Background: an optimization exercise with open tools, aiming at small area. Do not read the settings as production practice.
Only simulation tests tie the RTL to the original design; equivalence was not proved.
No activity file was given, so power comes from the tool's default toggle rates.

`design/flow/design.v`:
```
`default_nettype none
package mips_pkg;
    typedef logic [32-1:0]     word_t;
    typedef logic [5-1:0] reg_addr_t;
endpackage
`default_nettype wire
`timescale 1ns/1ns
`default_nettype none
module g_a222oi (input wire a1, a2, b1, b2, c1, c2, output wire y);
    assign y = ~((a1 & a2) | (b1 & b2) | (c1 & c2));
endmodule
module g_nand2 (input wire a, b, output wire y);
    assign y = ~(a & b);
endmodule
module g_nand3 (input wire a, b, c, output wire y);
    assign y = ~(a & b & c);
endmodule
module g_nand4 (input wire a, b, c, d, output wire y);
    assign y = ~(a & b & c & d);
endmodule
module g_or3 (input wire a, b, c, output wire y);
    assign y = a | b | c;
endmodule
module rd_join (input wire [10:0] t_n, output wire y);
    wire [2:0] p;
    g_nand4 u0 (.a(t_n[0]), .b(t_n[1]), .c(t_n[2]),  .d(t_n[3]), .y(p[0]));
    g_nand4 u1 (.a(t_n[4]), .b(t_n[5]), .c(t_n[6]),  .d(t_n[7]), .y(p[1]));
    g_nand3 u2 (.a(t_n[8]), .b(t_n[9]), .c(t_n[10]),              .y(p[2]));
    g_or3   u3 (.a(p[0]), .b(p[1]), .c(p[2]), .y(y));
endmodule
module rd_join12 (input wire [11:0] t_n, output wire y);
    wire [2:0] p;
    g_nand4 u0 (.a(t_n[0]), .b(t_n[1]), .c(t_n[2]),  .d(t_n[3]),  .y(p[0]));
    g_nand4 u1 (.a(t_n[4]), .b(t_n[5]), .c(t_n[6]),  .d(t_n[7]),  .y(p[1]));
    g_nand4 u2 (.a(t_n[8]), .b(t_n[9]), .c(t_n[10]), .d(t_n[11]), .y(p[2]));
    g_or3   u3 (.a(p[0]), .b(p[1]), .c(p[2]), .y(y));
endmodule
module rd_bit_a (input wire [30:0] r, input wire [30:0] s, input wire x, input wire xs,
                 output wire y);
    wire [11:0] t_n;
    genvar k;
    for (k = 0; k < 10; k++) begin : g
        g_a222oi u (.a1(r[3*k]), .a2(s[3*k]), .b1(r[3*k+1]), .b2(s[3*k+1]),
                    .c1(r[3*k+2]), .c2(s[3*k+2]), .y(t_n[k]));
    end
    g_nand2 u_r (.a(r[30]), .b(s[30]), .y(t_n[10]));
    g_nand2 u_x (.a(x), .b(xs), .y(t_n[11]));
    rd_join12 u_join (.t_n(t_n), .y(y));
endmodule
module rd_bit_b (input wire [30:0] r, input wire [30:0] s, input wire x, input wire xs,
                 input wire m, input wire ms, output wire y);
    wire [10:0] t_n;
    genvar k;
    for (k = 0; k < 10; k++) begin : g
        g_a222oi u (.a1(r[3*k]), .a2(s[3*k]), .b1(r[3*k+1]), .b2(s[3*k+1]),
                    .c1(r[3*k+2]), .c2(s[3*k+2]), .y(t_n[k]));
    end
    g_a222oi u_last (.a1(r[30]), .a2(s[30]), .b1(x), .b2(xs), .c1(m), .c2(ms), .y(t_n[10]));
    rd_join u_join (.t_n(t_n), .y(y));
endmodule
`default_nettype wire
`default_nettype none
module g_mux2i (input wire a0, a1, s, output wire y);
    assign y = ~(s ? a1 : a0);
endmodule
`default_nettype wire
`default_nettype none
module g_nor2 (input wire a, b, output wire y);
    assign y = ~(a | b);
endmodule
`default_nettype wire
`timescale 1ns/1ns
`default_nettype none
module decode_stage (
    input  wire [31:0] ins,
    output logic       ok,         
    output logic       writes,     
    output logic       i_ok,       
    output logic [4:0] dest
);
    wire [5:0] opc   = ins[31:26];
    wire [4:0] rt    = ins[20:16];
    wire [4:0] rd    = ins[15:11];
    wire [4:0] sa    = ins[10:6];
    wire [5:0] funct = ins[5:0];
    logic special, r_ok, c_shift, sync_ok, pref_ok;
    always_comb begin
        special = (opc == 6'b000000);
        case (funct)
            6'b100100, 6'b100101, 6'b100110, 6'b100111,
            6'b000100, 6'b000110, 6'b000111,
            6'b100000, 6'b100001, 6'b100010, 6'b100011,
            6'b101010, 6'b101011: r_ok = special && (sa == 5'd0);
            default:           r_ok = 1'b0;
        endcase
        c_shift = (ins[31:21] == 11'd0) &&
                  (funct == 6'b000000 || funct == 6'b000010 || funct == 6'b000011);
        sync_ok = special && (sa == 5'd0) && (funct == 6'b001111);
        i_ok    = (opc[5:3] == 3'b001);
        pref_ok = (opc == 6'b110011);
        ok      = r_ok || c_shift || sync_ok || i_ok || pref_ok;
        writes  = r_ok || c_shift || i_ok;
        dest    = i_ok ? rt : rd;
    end
endmodule
`default_nettype wire
`timescale 1ns/1ns
`default_nettype none
module shifter (
    input  wire [31:0] b,
    input  wire [4:0]  shamt,
    input  wire        left,
    input  wire        fill,       
    output wire [31:0] y
);
    wire [31:0] st [0:5];
    wire        fill_n = ~fill;
    genvar i, k;
    for (i = 0; i < 32; i++) begin : g_rev
        g_mux2i u (.a0(b[i]), .a1(b[31-i]), .s(left), .y(st[0][i]));
    end
    for (k = 0; k < 5; k++) begin : g_stage
        for (i = 0; i < 32; i++) begin : g_bit
            if (i + (1 << k) < 32) begin : g_in
                g_mux2i u (.a0(st[k][i]), .a1(st[k][i + (1 << k)]), .s(shamt[k]), .y(st[k+1][i]));
            end else begin : g_fill
                g_mux2i u (.a0(st[k][i]), .a1((k % 2 == 0) ? fill_n : fill), .s(shamt[k]), .y(st[k+1][i]));
            end
        end
    end
    assign y = st[5];
endmodule
module execute_stage (
    input  wire        itype,
    input  wire [2:0]  opc,
    input  wire [15:0] imm,
    input  wire [31:0] a,          
    input  wire [31:0] b,
    input  wire        zero,       
    output logic [31:0] result,
    output logic       ovf
);
    wire [5:0] f = imm[5:0];
    function automatic [32:0] bk_add(input [31:0] pp, input [31:0] gg0, input ci);
        logic [31:0] G, P, c;
        G = gg0; P = pp;
        G[0] = gg0[0] | (pp[0] & ci);
        for (int l = 1; l <= 5; l++)
            for (int i = 0; i < 32; i++)
                if (((i + 1) % (1 << l)) == 0) begin
                    G[i] = G[i] | (P[i] & G[i - (1 << (l - 1))]);
                    P[i] = P[i] & P[i - (1 << (l - 1))];
                end
        for (int l = 4; l >= 1; l--)
            for (int i = 0; i < 32; i++)
                if (((i + 1) % (1 << l)) == (1 << (l - 1)) && i >= (1 << l))
                    G[i] = G[i] | (P[i] & G[i - (1 << (l - 1))]);
        c[0] = ci;
        for (int i = 1; i < 32; i++) c[i] = G[i - 1];
        bk_add = {G[31], pp ^ c};
    endfunction
    logic [31:0] bx, p, g, s, sr;
    logic        sub, uns, ovf_en, c32, ovf_raw, lt;
    logic        s_and, s_or, s_xor, s_nor, s_add, s_slt, s_sr, s_sl;
    logic        left, fill;
    logic [4:0]  shamt;
    always_comb begin
        sub    = itype ? (opc[1] & !opc[2]) : (f[1] & !f[2]);
        uns    = itype ? opc[0] : f[0];
        ovf_en = itype ? (opc == 3'b000) : (f[5] && !f[3] && !f[2] && !f[0]);
        s_and  = !zero && (itype ? (opc == 3'b100) : (f[5] & f[2] & !f[1] & !f[0]));
        s_or   = !zero && (itype ? (opc == 3'b101 || opc == 3'b111) : (f[5] & f[2] & !f[1] & f[0]));
        s_xor  = !zero && (itype ? (opc == 3'b110) : (f[5] & f[2] & f[1] & !f[0]));
        s_nor  = !zero && (!itype & f[5] & f[2] & f[1] & f[0]);
        s_add  = !zero && (itype ? (opc[2:1] == 2'b00) : (f[5] && !f[3] && !f[2]));
        s_slt  = !zero && (itype ? (opc[2:1] == 2'b01) : (f[5] && f[3]));
        s_sr   = !zero && (!itype & !f[5] & f[1]);
        s_sl   = !zero && (!itype & !f[5] & !f[1]);
        bx = b ^ {32{sub}};
        p  = a ^ bx;
        g  = a & bx;
        {c32, s} = bk_add(p, g, sub);
        ovf_raw  = (a[31] == bx[31]) && (s[31] != a[31]);
        lt       = uns ? !c32 : (s[31] ^ ovf_raw);
        ovf      = ovf_en && ovf_raw;
        left  = !f[1];
        fill  = f[0] & b[31];
        shamt = a[4:0] | imm[10:6];      
    end
    shifter u_shift (.b(b), .shamt(shamt), .left(left), .fill(fill), .y(sr));
    wire k_pg_p = s_xor | s_or;
    wire k_pg_g = s_and | s_or;
    genvar j;
    for (j = 0; j < 32; j++) begin : g_res
        wire t0, t1, nr;
        g_a222oi u0 (.a1(s[j]), .a2(s_add), .b1(sr[j]), .b2(s_sr), .c1(sr[31-j]), .c2(s_sl), .y(t0));
        g_nor2   u1 (.a(p[j]), .b(g[j]), .y(nr));
        g_a222oi u2 (.a1(p[j]), .a2(k_pg_p), .b1(g[j]), .b2(k_pg_g), .c1(nr), .c2(s_nor), .y(t1));
        if (j == 0) begin : g_slt
            wire t2;
            g_nand2 u3 (.a(lt), .b(s_slt), .y(t2));
            g_nand3 u4 (.a(t0), .b(t1), .c(t2), .y(result[j]));
        end else begin : g_nslt
            g_nand2 u4 (.a(t0), .b(t1), .y(result[j]));
        end
    end
endmodule
`default_nettype wire
`timescale 1ns/1ns
`default_nettype none
module mips_core (
    input  wire        clk,
    input  wire        rst_n,
    input  wire        ins_valid,
    input  wire [31:0] ins,
    output logic       wb_en,
    output logic [4:0] wb_addr,
    output logic [31:0] wb_data,
    output logic       bad_ins
);
    logic       d_ok, d_writes, d_itype;
    logic [4:0] d_dest;
    decode_stage u_decode (
        .ins    (ins),
        .ok     (d_ok),
        .writes (d_writes),
        .i_ok   (d_itype),
        .dest   (d_dest)
    );
    logic        e_wen, e_itype;
    logic [2:0]  e_opc;
    logic [4:0]  e_rs, e_rt;
    logic [15:0] e_imm;
    logic [4:0]  e_dest;
    logic        hit_a, hit_b;       
    always_ff @(posedge clk) begin
        if (!rst_n) begin
            e_wen   <= 1'b0;
            bad_ins <= 1'b0;
        end else begin
            e_wen   <= ins_valid && d_writes && (d_dest != 5'd0);
            bad_ins <= ins_valid && !d_ok;
        end
    end
    always_ff @(posedge clk) begin
        e_itype <= d_itype;
        e_opc   <= ins[28:26];
        e_rs    <= (ins[31:26] == 6'b001111) ? 5'd0 : ins[25:21];
        hit_a   <= e_wen && (e_dest == ((ins[31:26] == 6'b001111) ? 5'd0 : ins[25:21]));
        hit_b   <= e_wen && (e_dest == ins[20:16]) && !d_itype;
        e_rt    <= ins[20:16];
        e_imm   <= ins[15:0];
    end
    logic [31:0] regs [1:31];
    logic [31:0] result, wd, ra, rb;
    logic        ovf, fwd_a, fwd_b;
    logic [31:1] we, sa_, sb_;
    logic [31:0] immx;
    logic        immx_lo_en;
    logic        rst_d;              
    assign e_dest = e_itype ? e_rt : e_imm[15:11];
    assign fwd_a  = wb_en && hit_a;
    assign fwd_b  = wb_en && hit_b;
    always_comb begin
        for (int i = 1; i < 32; i++) begin
            we[i]  = rst_d || (wb_en && wb_addr == 5'(i));
            sa_[i] = (e_rs == 5'(i)) && !fwd_a;
            sb_[i] = (e_rt == 5'(i)) && !e_itype && !fwd_b;
        end
    end
    always_ff @(posedge clk) begin
        for (int i = 1; i < 32; i++) begin
            if (we[i]) regs[i] <= wb_data;
        end
    end
    assign immx_lo_en = e_itype && (e_opc != 3'b111);
    always_comb begin
        immx[15:0] = e_imm;
        if (e_opc == 3'b111)    immx[31:16] = e_imm;
        else if (e_opc[2])      immx[31:16] = 16'h0000;
        else                    immx[31:16] = {16{e_imm[15]}};
    end
    genvar j, i;
    for (j = 0; j < 32; j++) begin : g_rd
        wire [30:0] col;
        for (i = 1; i < 32; i++) begin : g_col
            assign col[i-1] = regs[i][j];
        end
        rd_bit_a u_ra (.r(col), .s(sa_), .x(wb_data[j]), .xs(fwd_a), .y(ra[j]));
        rd_bit_b u_rb (.r(col), .s(sb_), .x(wb_data[j]), .xs(fwd_b),
                       .m(immx[j]), .ms((j < 16) ? immx_lo_en : e_itype), .y(rb[j]));
    end
    execute_stage u_execute (
        .itype  (e_itype),
        .opc    (e_opc),
        .imm    (e_imm),
        .a      (ra),
        .b      (rb),
        .zero   (!rst_n),
        .result (result),
        .ovf    (ovf)
    );
    always_ff @(posedge clk) begin
        if (!rst_n) wb_en <= 1'b0;
        else        wb_en <= e_wen && !ovf;
        rst_d <= !rst_n;
    end
    always_ff @(posedge clk) begin
        wb_addr <= e_dest;
        wb_data <= result;
    end
endmodule
`default_nettype wire
```
`design/flow/flow/run.sh`:
```
#!/bin/bash
# Own flow: the standard layout (standard.sh, unchanged synthesis), with
# two layout options changed:
#  - clock tree synthesis without dummy loads: clkbuf_16 for the tree,
#    clkbuf_8 leaf buffers over clusters of at most 16 sinks
#  - port buffers from the smallest buffer cell
# The make output goes to flow_make.log; ORFS keeps each step's log under
# orfs/logs/.
set -euo pipefail
CTS="-sink_clustering_enable -repair_clock_nets -dont_use_dummy_load"
CTS="$CTS -buf_list {sky130_fd_sc_hd__clkbuf_8 sky130_fd_sc_hd__clkbuf_16}"
CTS="$CTS -root_buf sky130_fd_sc_hd__clkbuf_16 -tree_buf sky130_fd_sc_hd__clkbuf_16"
CTS="$CTS -sink_clustering_buffer sky130_fd_sc_hd__clkbuf_8"
CTS="$CTS -sink_clustering_size 16 -sink_clustering_max_diameter 70"
bash standard.sh "CTS_ARGS=$CTS" "BUFFER_PORTS_ARGS=-buffer_cell sky130_fd_sc_hd__buf_1" finish > flow_make.log 2>&1
```
`design/flow/standard.sh`:
```
#!/bin/bash
# synth_recipe.tcl (not shown) runs the flow's synth.tcl, then flattens the netlist and writes it again
# the make line also repeats each setting of config.mk as NAME=value (left out here)
make -C /OpenROAD-flow-scripts/flow DESIGN_CONFIG=/design/flow/config.mk WORK_HOME=/design/flow/orfs CLKGATE_MAP_FILE= SYNTH_SCRIPT=/design/flow/synth_recipe.tcl "${@:-finish}"
```
`design/flow/config.mk`:
```
export PLATFORM = sky130hd
export DESIGN_NAME = mips_core
export DESIGN_NICKNAME = mips_core
export VERILOG_FILES = /design/flow/design.v
export SDC_FILE = /design/flow/constraint.sdc
export NUM_CORES = 4
export LEC_CHECK = 0
export CAP_MARGIN = 10
export CORE_MARGIN = 2
export CORE_UTILIZATION = 40
export SLEW_MARGIN = 10
export SYNTH_HIERARCHICAL = 1
export SYNTH_MINIMUM_KEEP_SIZE = 0
```
`design/flow/constraint.sdc`:
```
create_clock -name core_clock -period 7.0 [get_ports {clk}]
set_input_delay 1.4000 -clock core_clock [delete_from_list [all_inputs] [get_ports {clk}]]
set_output_delay 1.4000 -clock core_clock [all_outputs]
set_load 0.01 [all_outputs]
```
==> impl_metrics.tcl, run 1 <==
set metrics [dict create \
    postSynthCellCount 2890 \
    yosys_warnings 11 \
    swShare_pct 31.9 \
    synth_ff_type "edfxtp_1" \
    grt_pass1_wl_um 248000 \
    synth_cell_types 67 \
    cts_hold_buf 0 \
    fin_nets 3266 \
    grt_pass1_vias 32600 \
    die_x_um 343 \
    clockBufferDepth 3 \
    die_h_um 343 \
    finalMaxSlewViolations 0 \
    switchingPower_mw 4.90 \
    avgSynthCellArea_um2 15.9 \
    worst_pin_slew_ns 1.27 \
    clkPwrFrac_pct 20.2 \
    crit_required_ns 7.50 \
    finalSetupViolations 0 \
    combPwrFrac_pct 20.8 \
    drive_gt1_share_pct 11.6 \
    cts-htree-levels 3 \
    vias_per_cell 7.51 \
    fp.dieArea_mm2 0.118 \
    relSlewSlack_pct 15.0 \
    period_minus_slack_ns 6.75 \
    synth_edf_count 992 \
    final_common_cell "edfxtp_1" \
    crit_path_end_kind "flop" \
    ir_drop_v 0.000176 \
    dp_hpwl_um 115000 \
    cts_root_buf "clkbuf_16" \
    finalHoldViolations 0 \
    path_clk_slew_ns 0.11 \
    worstSetupStartpointType "flop" \
    drt_first_pass_iters 15 \
    cts_resized 0 \
    detail-route-antenna-nets 0 \
    p_per_area_mw_per_mm2 299 \
    cts_sinks 1065 \
    gp_congestion 1.01 \
    reg2reg_depth 26 \
    final_cell_mix "edfxtp_1 (992), a222oi_1 (737), mux2i_1 (196), nand4_1 (167), buf_4 (162)" \
    numCtsBuffers 78 \
    initial_core_util_pct 40.3 \
    syn_area_mm2 0.0461 \
    power_mw 15.3 \
    syn_to_final_growth_pct 11.2 \
    rows 124 \
    holdPathStages 1 \
    hold_path_class "flop to flop" \
    vias 35200 \
    wire_per_inst_um 38.3 \
    drv_cap 0 \
    cts_tree "yes" \
    crit_arrival_ns 7.25 \
    synthArstFlopShare_pct 0 \
    p_int_mw 10.4 \
    status "complete, no violations" \
    fin_skew_ns 0.0706 \
    grt_overflow_total 0 \
    core_area_mm2 0.114 \
    drc 0 \
    synth-seq-cells 1065 \
    ys_seq_area_share_pct 67.8 \
    p_leak_nw 17.9 \
    critPathKind "flop to flop" \
    rsz0062_at_grt "no" \
    clkLatencyLatePin_ns 0.66 \
    finalCritPeriodShare_pct 96.4 \
    grt_start_max_net_pins 42 \
    pwr-share-seq_pct 58.9 \
    antenna_found_initial 3 \
    crit_path_max_fanout 32 \
    grt_usage_pct 29.6 \
    finalSetupTns_ns 0 \
    post_cts_buffers 0 \
    synth_nets 2973 \
    drtIter0Drc 9272 \
    nFillCells 10100 \
    numPortBuffers 73 \
    io_pins 74 \
    fmax_mhz 148 \
    routed_wl_um 180000 \
]
-- cell type report --
type | instances | area [um^2] | share of cell area, %
tap | 1512 | 1890 | 3.69
inverter | 39 | 146 | 0.286
sequential | 1065 | 31300 | 61.0
multi-input combinational | 1764 | 15300 | 29.8
timing repair buffer | 235 | 1490 | 2.91
clock buffer | 78 | 1170 | 2.29
antenna | 3 | 7.51 | 0.0147
-- modules after synthesis, one instance, submodules excluded, excerpt --
module,cells inside,times used
shifter,1,1
g_nand2,1,96
execute_stage,246,1
g_nor2,1,32
decode_stage,29,1
g_nand3,1,33
g_a222oi,1,736
g_or3,1,64
mips_core,1301,1
g_nand4,1,160
g_mux2i,1,192
-- power by group through the flow --
stage	clock network, mW	logic [mW]	registers, mW
6_report	3.10	3.19	9.04
3_5_place_dp	0	3.07	9.15
5_1_grt	3.31	3.33	9.15
2_1_floorplan	0	1.47	9.23
4_1_cts	3.12	3.08	9.01
3_3_place_gp	0	3.06	9.11
-- per-layer routing --
| metal | up-vias | share of wire, % | routed length (um) | track usage (%) |
|---|---|---|---|---|
| li1 | 14100 | - | - | - |
| met1 | 17500 | 36 | 65600 | 40.6 |
| met2 | 3213 | 42 | 74900 | 42.1 |
| met3 | 436 | 15 | 26800 | 7.88 |
| met4 | 6 | 6.9 | 12400 | 17.7 |
| met5 | - | 0.062 | 112 | 0.521 |
-- through the flow --
step | hold WS [ns] | setup WS, ns | cell area, um^2 | utilization (%) | std cells
6_report | 0.566 | 0.251 | 51200 | 44.8 | 4696
3_5_place_dp | 0.550 | 0.612 | 50000 | 43.8 | 4615
5_1_grt | 0.582 | 0.0170 | 51200 | 44.8 | 4693
2_1_floorplan | 0.460 | 1.10 | 46100 | - | 2890
4_1_cts | 0.565 | 0.538 | 51200 | 44.8 | 4693
3_3_place_gp | 0.555 | 0.635 | 50000 | 43.8 | 4615
-- logic make-up after synthesis --
group / Yosys count / synth area share, %
and+or+nand+nor: 611 / 6.83
AOI/OAI and AO/OA: 847 / 17.7
buffers and inverters: 61 / 0.524
DFF: 1065 / 67.8
adders and majority gates: 48 / 1.56
muxes: 203 / 4.46
xor gates and xnor gates: 55 / 1.05
-- worst max-delay path, stage by stage (launching register included) --
cell and delay [ns]:
dfxtp_1 0.33, and2_1 0.16, nor3_1 0.33, nand3_1 0.23, buf_4 0.23, nor2_4 0.81
a222oi_1 0.26, nand4_1 0.24, or3_1 0.20, xnor2_1 0.17, inv_1 0.10, fa_1 0.46
nor2b_1 0.42, o2111ai_1 0.24, a31o_1 0.28, nor3b_4 0.18, o311ai_4 0.36, a21o_1 0.35
a31oi_1 0.16, fa_1 0.48, nand2_1 0.09, nand2_1 0.09, o211ai_1 0.10, o31a_1 0.15
a21oi_1 0.04, nand2_1 0.08, nand3_1 0.09
-- flip-flops by register name (all words and copies together) (netlist names) --
register / count
e_imm: 16
e_opc: 3
hit_a: 1
e_itype: 1
wb_addr: 5
e_wen: 1
e_rs: 5
regs: 992
e_rt: 5
hit_b: 1
rst_d: 1
wb_data: 32
wb_en: 1
bad_ins: 1
-- synth_stat cells (all sizes together) (32+ instances only) --
library cell | count | share of area, %
or3 | 66 | 0.90
nand4 | 167 | 2.3
nand3 | 49 | 0.54
ha | 32 | 0.87
dfxtp | 73 | 3.2
a222oi | 737 | 16
nor2 | 119 | 0.97
nand2 | 146 | 1.2
mux2i | 198 | 4.3
edfxtp | 992 | 65
xnor2 | 39 | 0.74
inv | 39 | 0.32
-- worst paths after layout --
check	startpoint	endpoint	slack (ns)
setup reg to reg	wb_en	wb_data[0]	0.25
hold reg to reg	e_wen	wb_en	0.57
hold / removal	e_wen	wb_en	0.57
setup / recovery	wb_en	wb_data[0]	0.25
==> run 2, diff against run 1 <==
--- a/design/flow/design.v
+++ b/design/flow/design.v
@@ -232,7 +232,7 @@
     logic [4:0]  e_rs, e_rt;
     logic [15:0] e_imm;
     logic [4:0]  e_dest;
-    logic        hit_a, hit_b;       
+    logic        fwd_a, fwd_b;       
     always_ff @(posedge clk) begin
         if (!rst_n) begin
             e_wen   <= 1'b0;
@@ -246,21 +246,17 @@
         e_itype <= d_itype;
         e_opc   <= ins[28:26];
         e_rs    <= (ins[31:26] == 6'b001111) ? 5'd0 : ins[25:21];
-        hit_a   <= e_wen && (e_dest == ((ins[31:26] == 6'b001111) ? 5'd0 : ins[25:21]));
-        hit_b   <= e_wen && (e_dest == ins[20:16]) && !d_itype;
         e_rt    <= ins[20:16];
         e_imm   <= ins[15:0];
     end
     logic [31:0] regs [1:31];
     logic [31:0] result, wd, ra, rb;
-    logic        ovf, fwd_a, fwd_b;
+    logic        ovf;
     logic [31:1] we, sa_, sb_;
     logic [31:0] immx;
     logic        immx_lo_en;
     logic        rst_d;              
     assign e_dest = e_itype ? e_rt : e_imm[15:11];
-    assign fwd_a  = wb_en && hit_a;
-    assign fwd_b  = wb_en && hit_b;
     always_comb begin
         for (int i = 1; i < 32; i++) begin
             we[i]  = rst_d || (wb_en && wb_addr == 5'(i));
@@ -303,6 +299,8 @@
     always_ff @(posedge clk) begin
         if (!rst_n) wb_en <= 1'b0;
         else        wb_en <= e_wen && !ovf;
+        fwd_a <= e_wen && !ovf && (e_dest == ((ins[31:26] == 6'b001111) ? 5'd0 : ins[25:21]));
+        fwd_b <= e_wen && !ovf && (e_dest == ins[20:16]) && !d_itype;
         rst_d <= !rst_n;
     end
     always_ff @(posedge clk) begin
==> run 2 against run 1 <==
Largest cell class unchanged. Non-clock buffer count shrank 50. Routed wire length is 4.5% lower. Die area about the same. Clock skew rose by 0.0085 ns. Via count fell by 2.1%. Combinational power decreased by 5%. Sequential power about the same. Sequential share of layout area is 0.46 points higher. Area after synthesis barely moved. Clock-buffer cell count grew 1. Critical path type unchanged. Register-to-register slack better by 0.14 ns.
==> impl_metrics.tcl, run 2 <==
set metrics [dict create \
    finalSetupViolations 0 \
    cts_resized 0 \
    wire_per_inst_um 37.1 \
    fin_nets 3202 \
    post_cts_buffers 0 \
    reg2reg_from "e_itype" \
    status "complete, no violations" \
    final_common_cell "edfxtp_1" \
    synth_ff_type "edfxtp_1" \
    largest_register "regs" \
    synth_largest_area_cell "edfxtp_1" \
    synth_top_area_share_pct 64.6 \
    synth_fa_ha_area_share_pct 1.56 \
    drt-met1-wl_um 64200 \
    synth_cell_types 70 \
    holdWs_ns 0.538 \
    grt_pass1_wl_um 238000 \
    power_mw 15.2 \
    synthTopCellsByArea "edfxtp_1 (65%), a222oi_1 (16%), mux2i_1 (4.2%)" \
    p_per_area_mw_per_mm2 298 \
    synth_nets 2958 \
    ir_drop_v 0.000178 \
    largest_reg_flops 992 \
    dp_worst_setup_slack_ns 0.772 \
    fin_ws_ns 0.393 \
    dp_hpwl_um 108000 \
    synth_common_cells "edfxtp_1 (992), a222oi_1 (736), mux2i_1 (194)" \
    path_clk_slew_ns 0.11 \
    nFillCells 10000 \
    met3WireLength_um 21200 \
    fin_skew_ns 0.0791 \
    crit_arrival_ns 7.12 \
    synth-seq-cells 1065 \
    cts-htree-levels 3 \
    synth-xor-area-share_pct 1.15 \
    grt_pass1_vias 32300 \
    grt_usage_pct 28.1 \
    syn_to_final_growth_pct 10.3 \
    detail-route-antenna-nets 0 \
    crit_required_ns 7.51 \
    p_leak_nw 17.6 \
    dpl-instance-area_mm2 0.0496 \
    top_layer_used "met5" \
    drive_gt1_share_pct 10.6 \
    synth_compound_area_share_pct 17.7 \
    final_cell_mix "edfxtp_1 (992), a222oi_1 (736), mux2i_1 (194), nand4_1 (166), nand2_1 (128)" \
    clkLatencyLatePin_ns 0.66 \
    reg2reg_depth 20 \
    gp_congestion 0.990 \
    drc 0 \
    rows 124 \
    relSlewSlack_pct 13.9 \
    ys_seq_area_share_pct 67.8 \
    hold_path_class "flop to flop" \
    cts_hold_buf 0 \
    io_pins 74 \
    crit_path_max_fanout 32 \
    worstSetupStartpointType "flop" \
    finalCritPeriodShare_pct 94.4 \
    drtIter0Drc 8746 \
    layout.cells.non_filler 4632 \
    fmax_mhz 151 \
    period_minus_slack_ns 6.61 \
    cts_sinks 1065 \
    postSynthCellCount 2875 \
    grt_overflow_total 0 \
    grt_start_max_net_pins 42 \
    ff_latch_area_mm2 0.0313 \
    routed_wl_um 172000 \
    holdPathStages 2 \
    die_x_um 343 \
    dp_cells 4550 \
    synthArstFlopShare_pct 0 \
    synth_mux_area_share_pct 4.47 \
    min-delay-start "e_wen" \
    die_h_um 343 \
    numPortBuffers 73 \
    critPathKind "flop to flop" \
    r2r_slack_ns 0.39 \
    whs_endpoint "wb_en" \
    finalSetupTns_ns 0 \
    drt_first_pass_iters 14 \
    fin_area_mm2 0.0508 \
    numCtsBuffers 79 \
    core_area_mm2 0.114 \
    fp.dieArea_mm2 0.118 \
    crit_path_end_kind "flop" \
    finalMaxSlewViolations 0 \
    drv_cap 0 \
    wl_met2_um 74800 \
    r2r-end "fwd_b" \
    clockBufferDepth 3 \
    synth.most_common_cell "edfxtp_1" \
    reg.largest.list "regs x992, wb_data x32, e_imm x16" \
    rsz0062_at_grt "no" \
    finalHoldViolations 0 \
    yosys_warnings 11 \
    syn_area_mm2 0.0461 \
    cts_tree "yes" \
    multi_input_area_mm2 0.0153 \
    avgSynthCellArea_um2 16.0 \
    synth_edf_count 992 \
    synth_top_family_by_area "compound AO/OA/AOI/OAI gates" \
    vias_per_cell 7.45 \
    cp-startpoint "e_itype" \
    vias 34500 \
    worst_pin_slew_ns 1.29 \
    yosys.area_share.simple_pct 6.82 \
    initial_core_util_pct 40.3 \
    fin_util_pct 44.5 \
    cts_root_buf "clkbuf_16" \
    antenna_found_initial 10 \
]
run 2: cells by family after synthesis:
| kind of cell | Yosys count |
|---|---|
| and+or+nand+nor | 595 |
| buffers and inverters | 57 |
| xor gates and xnor gates | 57 |
| adders and majority gates | 48 |
| AOI/OAI and AO/OA | 850 |
| DFF | 1065 |
| muxes | 203 |
run 2: how the worst max path moves through the flow:
stage	cells after the start	endpoint	slack, ns
after floorplan	21	fwd_a	1.81
after global placement	20	fwd_b	0.82
after detailed placement	20	fwd_b	0.77
after CTS	20	fwd_b	0.71
after global routing	20	fwd_b	0.33
final	20	fwd_b	0.39
run 2: critical path, stage by stage (launching register included):
cell      delay, ns
dfxtp_2        0.34
nor2_1         0.22
nand3_1        0.55
nor2_4         1.03
a222oi_1       0.27
nand4_1        0.30
or3_1          0.24
xnor2_2        0.15
inv_2          0.06
fa_1           0.43
nand2b_1       0.18
a21oi_1        0.39
o211ai_1       0.21
a21oi_2        0.28
a21o_1         0.33
a31oi_1        0.15
fa_1           0.46
xor2_1         0.19
nor3_1         0.34
nand2b_1       0.24
nor4_1         0.08
run 2: report_power, final:
| group | total [mW] | internal, mW | switching, mW |
|---|---|---|---|
| logic | 3.03 | 0.859 | 2.17 |
| clock network | 3.10 | 1.14 | 1.96 |
| registers | 9.03 | 8.46 | 0.573 |
| total | 15.2 | 10.5 | 4.71 |
run 2: metal layers:
metal / track usage, % / up-vias
met4: 16.9 / 4
met3: 5.42 / 426
met2: 41.5 / 2876
li1: - / 13900
met5: 0 / -
met1: 38.5 / 17300
run 2: per-module statistics from Yosys (local to each module, per instance), a selection:
module         cells  flip-flops and latches
g_or3              1                       0
mips_core       1290                    1065
g_nand4            1                       0
g_nand2            1                       0
g_nand3            1                       0
decode_stage      29                       0
g_a222oi           1                       0
g_mux2i            1                       0
shifter            1                       0
g_nor2             1                       0
execute_stage    242                       0
run 2: layout make-up:
cell class	instances	area share, %
well taps	1512	3.72
repair buffers	185	2.19
flip-flops and latches	1065	61.5
clock buffers	79	2.34
multi-input cells	1753	30.0
diodes	3	0.0148
inverters	35	0.258
==> run 3, diff against run 2 <==
--- a/design/flow/config.mk
+++ b/design/flow/config.mk
@@ -5,9 +5,9 @@
 export SDC_FILE = /design/flow/constraint.sdc
 export NUM_CORES = 4
 export LEC_CHECK = 0
-export CAP_MARGIN = 10
+export CAP_MARGIN = 0
 export CORE_MARGIN = 2
 export CORE_UTILIZATION = 40
-export SLEW_MARGIN = 10
+export SLEW_MARGIN = 0
 export SYNTH_HIERARCHICAL = 1
 export SYNTH_MINIMUM_KEEP_SIZE = 0
==> run 3 against run 2 <==
Still clean on timing, DRC and antenna. Global-route usage did not move. Total power stayed put. Final cell count is the same. Die area stayed put. First-iteration DRC count unchanged. Hold slack unchanged. Area after synthesis did not move. Clock power is essentially flat. Flip-flop and latch count did not move. Via count stayed put. Combinational power barely moved. Critical path type unchanged.
==> impl_metrics.tcl, run 3 <==
set metrics [dict create \
    dp_worst_setup_slack_ns 0.772 \
    synth_edf_count 992 \
    cts-htree-levels 3 \
    vias 34500 \
    grt_start_max_net_pins 42 \
    antenna_found_initial 10 \
    wire_per_inst_um 37.1 \
    drt_first_pass_iters 14 \
    crit_path_end_kind "flop" \
    period_minus_slack_ns 6.61 \
    fin_nets 3202 \
    grt_usage_pct 28.1 \
    reg.largest.list "regs x992, wb_data x32, e_imm x16" \
    yosys.area_share.simple_pct 6.82 \
    synth_mux_area_share_pct 4.47 \
    yosys_warnings 11 \
    io_pins 74 \
    syn_area_mm2 0.0461 \
    critPathBufInv 1 \
    crit_path_max_fanout 32 \
    die_x_um 343 \
    fmax_mhz 151 \
    grt_pass1_wl_um 238000 \
    postSynthCellCount 2875 \
    power_mw 15.2 \
    synth_cell_types 70 \
    worst_pin_slew_ns 1.29 \
    crit_chain "nor2_1, nand3_1, nor2_4, a222oi_1, nand4_1, or3_1, xnor2_2, inv_2, fa_1, nand2b_1, a21oi_1, o211ai_1, a21oi_2, a21o_1, a31oi_1, fa_1, xor2_1, nor3_1, nand2b_1, nor4_1" \
    p_per_area_mw_per_mm2 298 \
    status "complete, no violations" \
    finalCritPeriodShare_pct 94.4 \
    nFillCells 10000 \
    synth_top_area_share_pct 64.6 \
    relSlewSlack_pct 13.9 \
    finalMaxSlewViolations 0 \
    gp_congestion 0.990 \
    ff_latch_area_mm2 0.0313 \
    worstSetupStartpointType "flop" \
    reg2reg_from "e_itype" \
    rows 124 \
    rsz0062_at_grt "no" \
    final_common_cell "edfxtp_1" \
    synth_top_family_by_area "compound AO/OA/AOI/OAI gates" \
    grt_pass1_vias 32300 \
    fp.dieArea_mm2 0.118 \
    grt_overflow_total 0 \
    path_clk_slew_ns 0.11 \
    cts_resized 0 \
    clkLatencyLatePin_ns 0.66 \
    largest_reg_flops 992 \
    drive_gt1_share_pct 10.6 \
    synthTopCellsByArea "edfxtp_1 (65%), a222oi_1 (16%), mux2i_1 (4.2%)" \
    critPathMaxStageDelay_ns 1.03 \
    critPathKind "flop to flop" \
    finalSetupTns_ns 0 \
    multi_input_area_mm2 0.0153 \
    largest_register "regs" \
    avgSynthCellArea_um2 16.0 \
    numPortBuffers 73 \
    crit_arrival_ns 7.12 \
    synth_common_cells "edfxtp_1 (992), a222oi_1 (736), mux2i_1 (194)" \
    finalSetupViolations 0 \
    synth_fa_ha_area_share_pct 1.56 \
    synth_largest_area_cell "edfxtp_1" \
    drtIter0Drc 8746 \
    numCtsBuffers 79 \
    synth_nets 2958 \
    core_area_mm2 0.114 \
    fin_ws_ns 0.393 \
    vias_per_cell 7.45 \
    detail-route-antenna-nets 0 \
    dp_cells 4550 \
    synthArstFlopShare_pct 0 \
    die_h_um 343 \
    clockBufferDepth 3 \
    initial_core_util_pct 40.3 \
    fin_skew_ns 0.0791 \
    dp_hpwl_um 108000 \
    layout.cells.non_filler 4632 \
    p_leak_nw 17.6 \
    syn_to_final_growth_pct 10.3 \
    synth_compound_area_share_pct 17.7 \
    cp-startpoint "e_itype" \
    slowest_stage "nor2_4" \
    ir_drop_v 0.000178 \
    post_cts_buffers 0 \
    cp_top_family "simple AND/OR/NAND/NOR gates" \
    final_cell_mix "edfxtp_1 (992), a222oi_1 (736), mux2i_1 (194), nand4_1 (166), nand2_1 (128)" \
    synth.most_common_cell "edfxtp_1" \
    cts_sinks 1065 \
    finalHoldViolations 0 \
    fin_util_pct 44.5 \
    min-delay-start "e_wen" \
    cts_hold_buf 0 \
    cts_root_buf "clkbuf_16" \
    drc 0 \
    synth-seq-cells 1065 \
    synth-xor-area-share_pct 1.15 \
    crit_required_ns 7.51 \
    drv_cap 0 \
    routed_wl_um 172000 \
    cts_tree "yes" \
    hold_path_class "flop to flop" \
    synth_ff_type "edfxtp_1" \
    ys_seq_area_share_pct 67.8 \
]
-- run 3: cell families (layout without fill, tap and decap cells) --
logic type                 Yosys count  after routing
muxes                              203            203
DFF                               1065           1065
AOI/OAI and AO/OA                  850            850
adders and majority gates           48             48
xor gates and xnor gates            57             57
buffers and inverters               57            299
and+or+nand+nor                    595            595
other                                0              3
-- run 3: stage by stage --
stage	area [um^2]	hold slack (ns)
after global placement	49600	0.548
after floorplan	46100	0.473
after global routing	50800	0.580
after CTS	50800	0.533
after detailed placement	49600	0.522
final	50800	0.538
-- run 3: worst paths after layout --
check | endpoint | slack, ns | cells past startpoint
max | fwd_b | 0.39 | 20
min | wb_en | 0.54 | 2
max reg2reg | fwd_b | 0.39 | 20
min reg2reg | wb_en | 0.54 | 2
-- run 3: report_power, final --
group	leakage, nW	internal [mW]	switching [mW]
clock network	0.614	1.14	1.96
registers	10.8	8.46	0.573
logic	6.23	0.859	2.17
total	17.6	10.5	4.71
-- run 3: Yosys stat by module, one instance, submodules excluded, excerpt --
module	copies in the design	flops+latches	cells	area (um^2)
mips_core	1	1065	1290	32600
execute_stage	1	0	242	1980
decode_stage	1	0	29	230
g_mux2i	192	0	1	10.0
g_a222oi	736	0	1	10.0
g_nand4	160	0	1	6.26
g_nand3	33	0	1	5.00
shifter	1	0	1	3.75
g_nand2	96	0	1	3.75
g_nor2	32	0	1	3.75
-- run 3: worst reg2reg max path, cell delays in order (launching register included) --
cell and delay [ns]:
dfxtp_2 0.34, nor2_1 0.22, nand3_1 0.55, nor2_4 1.03, a222oi_1 0.29, nand4_1 0.30
or3_1 0.24, xnor2_2 0.15, inv_2 0.06, fa_1 0.43, nand2b_1 0.18, a21oi_1 0.39
o211ai_1 0.22, a21oi_2 0.28, a21o_1 0.33, a31oi_1 0.15, fa_1 0.46, xor2_1 0.20
nor3_1 0.34, nand2b_1 0.24, nor4_1 0.08
-- run 3: layout make-up --
class	count	area share, %
timing repair buffer	185	2.19
sequential	1065	61.5
multi-input combinational	1753	30.0
tap	1512	3.72
clock buffer	79	2.34
inverter	35	0.258
antenna	3	0.0148
-- run 3: layer usage --
metal  track usage, %  vias up  wire (um)
met5                0        -         25
met4             16.9        4      11500
met3             5.42      426      21200
met2             41.5     2876      74800
met1             38.5    17300      64200
li1                 -    13900          -

==> re-timing with driven ports <==
Ports are ideal in the flow. The routed layouts listed here were re-timed in OpenROAD. Step 1: set_driving_cell puts a clkbuf_16 on clk and a buf_2 on each other input, an assumption about the parent block. Step 2, shift: input delay + t, output delay - t, t = (earliest + latest rising clock arrival at the registers) / 2. This alone moves slack from input paths to output paths. Slacks: no drivers / after step 1 / after step 2; pairs: no drivers / after step 1.
run	t, ns	setup slack, ns	worst register clock-pin slew, ns	worst data-port slew with drivers (ns)
run 1	0.695	0.251 / 0.251 / 0.251	0.11 / 0.11	0.04
run 2	0.688	0.393 / 0.393 / 0.393	0.11 / 0.11	0.04
run 3	0.688	0.393 / 0.393 / 0.393	0.11 / 0.11	0.04
After both steps every run listed still meets setup and hold.
